Source: an optimization exercise on an open RTL-to-GDS flow (aim: a short achievable clock period and few clock cycles). Production flows keep margins and buffers that such runs may drop.
The RTL was checked by simulation tests, not by an equivalence proof against the original design.
No activity file was given, so power comes from the tool's default toggle rates.

==> flow/design.v (excerpt) <==
module cache_controller (
	input logic clk,
	input logic reset,
	input logic procreq_val,
	input logic procreq_we,
	input logic procreq_domain,
	input cache_pkg::addr_u procreq_addr,
	input cache_pkg::word_t procreq_wdata,
	output logic procreq_rdy,
	output logic procresp_val,
	output cache_pkg::word_t procresp_data,
	input logic procresp_rdy,
	output logic memreq_val,
	output logic memreq_we,
	output cache_pkg::addr_u memreq_addr,
	output cache_pkg::word_t memreq_wdata,
	input logic memreq_rdy,
	input logic memresp_val,
	input cache_pkg::line_t memresp_line
);
export LEC_CHECK = 0
export ABC_CLOCK_PERIOD_IN_PS = 2300
export CAP_MARGIN = 20
export CORE_MARGIN = 2
export CORE_UTILIZATION = 40
export SETUP_SLACK_MARGIN = 3.1
export SLEW_MARGIN = 20
create_clock -name core_clock -period 5.5 [get_ports {clk}]
run.sh (not shown) runs the stock make flow with config.mk's settings and CLKGATE_MAP_FILE= SYNTH_SCRIPT=/design/flow/synth_recipe.tcl, a recipe that flattens the netlist after the stock synthesis.
Testbench counts at the start, summed over its fixed seeds: cycles 131,065.
==> next run, changes <==
--- a/flow/design.v
+++ b/flow/design.v
@@ -177,15 +177,15 @@
 		for (int i = 0; i < DM; i++) begin
 			mq_head = mq_head | (mq[i] & {MQW{mq_rp[i]}});
 		end
 	end
 	logic rd_ok, mq_ne, rd_pend_nx;
 	logic [MW:0] mq_cnt_nx;
 	assign mq_pop = !mr_v && mq_ne && (mq_head[MQW-1] || rd_ok);
-	assign mq_cnt_nx = mq_pop ? (s2_mpush ? mq_cnt : mq_cnt - 1'b1) : (s2_mpush ? mq_cnt + 1'b1 : mq_cnt);
+	assign mq_cnt_nx = mq_cnt + s2_mpush - mq_pop;
 	assign rd_pend_nx = take ? !mr_we : (memresp_val ? 1'b0 : rd_pend);
 	always_ff @(posedge clk) begin
 		if (reset) begin
 			mr_v <= 1'b0;
 			rd_pend <= 1'b0;
 		end else begin
 			if (take) begin
@@ -222,16 +222,16 @@
 	logic exec;
 	logic lb_ne, oq_ne, rq_room;
 	logic [1:0] lb_cnt_nx;
 	logic [QW:0] oq_cnt_nx;
 	assign exec = b0_v && (!b0_uselb || lb_ne) && rq_room;
 	assign lb_pop = exec && b0_uselb;
 	assign oq_pop = oq_ne && (!b0_v || exec);
-	assign lb_cnt_nx = lb_pop ? (lb_push ? lb_cnt : lb_cnt - 1'b1) : (lb_push ? lb_cnt + 1'b1 : lb_cnt);
-	assign oq_cnt_nx = oq_pop ? (s2_v ? oq_cnt : oq_cnt - 1'b1) : (s2_v ? oq_cnt + 1'b1 : oq_cnt);
+	assign lb_cnt_nx = lb_cnt + lb_push - lb_pop;
+	assign oq_cnt_nx = oq_cnt + s2_v - oq_pop;
 	logic oh_uselb, oh_fill, oh_rdhit, oh_wupd;
 	logic [3:0] oh_idx;
 	logic [1:0] oh_word;
 	logic [31:0] oh_wdata;
 	logic [OW-1:0] oq_head;
 	always_comb begin
 		oq_head = '0;
@@ -302,48 +302,29 @@
 			2'd2: b2_data = b2_line[95:64];
 			default: b2_data = b2_line[127:96];
 		endcase
 		if (!b2_rd) b2_data = 32'h0;
 	end
 	assign procresp_val = rv;
 	logic [31:0] po_data;    
-	logic [DR-1:0] rq_wp, rq_rp, rq_rp1;    
-	logic [31:0] rq_h0, rq_h1;
 	assign procresp_data = po_data;
 	assign rq_pop = rv && procresp_rdy;
-	assign rq_cnt_nx = rq_pop ? (b2_v ? rq_cnt : rq_cnt - 1'b1) : (b2_v ? rq_cnt + 1'b1 : rq_cnt);
-	logic [2:0] rq_fill;
-	logic rq_room_nx;
-	assign rq_fill = rq_cnt + {2'b0, b2_v};
-	assign rq_room_nx = exec ? (rq_pop ? (rq_fill <= 3'(DR - 1)) : (rq_fill <= 3'(DR - 2)))
-		: (rq_pop ? (rq_fill <= 3'(DR)) : (rq_fill <= 3'(DR - 1)));
-	assign rq_rp1 = {rq_rp[DR-2:0], rq_rp[DR-1]};
-	always_comb begin
-		rq_h0 = '0;
-		rq_h1 = '0;
-		for (int i = 0; i < DR; i++) begin
-			rq_h0 = rq_h0 | (rq[i] & {32{rq_rp[i]}});
-			rq_h1 = rq_h1 | (rq[i] & {32{rq_rp1[i]}});
-		end
-		if (rq_cnt == 0) rq_h0 = b2_data;
-		if (rq_cnt <= 1) rq_h1 = b2_data;
-	end
-	always_ff @(posedge clk) begin
-		po_data <= rq_pop ? rq_h1 : rq_h0;
-		for (int i = 0; i < DR; i++) begin
-			if (b2_v && rq_wp[i]) rq[i] <= b2_data;
-		end
-	end
+	assign rq_cnt_nx = rq_cnt + b2_v - rq_pop;
 	always_ff @(posedge clk) begin
-		if (reset) begin
-			rq_wp <= DR'(1);
-			rq_rp <= DR'(1);
+		if (rq_cnt == 0 || (rq_pop && rq_cnt == 1)) begin
+			po_data <= b2_data;
 		end else begin
-			if (b2_v) rq_wp <= {rq_wp[DR-2:0], rq_wp[DR-1]};
-			if (rq_pop) rq_rp <= rq_rp1;
+			po_data <= rq_pop ? rq[1] : rq[0];
+		end
+		for (int i = 0; i < DR; i++) begin
+			if (b2_v && (rq_pop ? (rq_cnt == i + 1) : (rq_cnt == i))) begin
+				rq[i] <= b2_data;
+			end else if (rq_pop && i < DR - 1) begin
+				rq[i] <= rq[i + 1];
+			end
 		end
 	end
 	always_ff @(posedge clk) begin
 		if (reset) begin
 			rdy_q <= 1'b1;
 			s0_v <= 1'b0;
 			s2_v <= 1'b0;
@@ -369,14 +350,14 @@
 			if (lb_push) lb_wp <= !lb_wp;
 			if (lb_pop) lb_rp <= !lb_rp;
 			lb_cnt <= lb_cnt_nx;
 			lb_ne <= lb_push || (lb_cnt == 2'd2) || (lb_cnt == 2'd1 && !lb_pop);
 			rd_ok <= ({1'b0, rd_pend_nx} + lb_cnt_nx <= 2'd1);
 			oq_ne <= s2_v || (oq_cnt > 1) || (oq_cnt == 1 && !oq_pop);
 			mq_ne <= s2_mpush || (mq_cnt > 1) || (mq_cnt == 1 && !mq_pop);
-			rq_room <= rq_room_nx;
+			rq_room <= ({1'b0, rq_cnt_nx} + {3'b0, exec} < DR);
 			rq_cnt <= rq_cnt_nx;
 			rv <= (rq_cnt_nx != 0);
 		end
 	end
 endmodule
 `default_nettype wire
Combinational power is higher by 13%; count of clock-buffer cells in the layout grows by 1; global-route usage came out lower by 0.22 points; via count decreases by 1.8%; routed wire length came out lower by 1.7%; register-to-register slack gets better by 110 ps; worst hold slack gets worse by 12 ps; fmax grows by 2.0%; area after synthesis fell by 0.49%; final area barely changes; sequential power is about the same; clock skew falls by 4.2 ps.
Testbench counts after the change, summed over its fixed seeds: cycles 131,065.

## re-timing with driven ports
No port has a modelled driver above. Below, the same layouts with a new extraction and two added sets of constraints. Step 1 (the two cells are an assumption about what drives the block):
set clk [get_ports {clk}]
set_driving_cell -lib_cell sky130_fd_sc_hd__clkbuf_16 $clk
set_driving_cell -lib_cell sky130_fd_sc_hd__buf_2 [delete_from_list [all_inputs] $clk]
Step 2 also shifts input and output timing later by t, the mid clock arrival at the registers, as if the neighbouring blocks saw the same clock. Slacks: no drivers / after step 1 / after step 2; pairs: no drivers / after step 1.
run | shift t [ns] | setup WS [ns] | hold WS [ns] | slew at the worst register clock pin (ns) | worst data-port slew with drivers (ns)
the first run | 1.068 | 2.846 / 2.732 / 2.124 | 0.338 / 0.309 / 0.338 | 0.07 / 0.07 | 0.33
the second run | 1.102 | 2.897 / 2.776 / 2.107 | 0.326 / 0.326 / 0.326 | 0.07 / 0.07 | 0.31
After both steps every run listed still meets setup and hold. The setup slack of the second run, which loses most, moves by -0.121 ns with the drivers and by -0.790 ns with both steps.
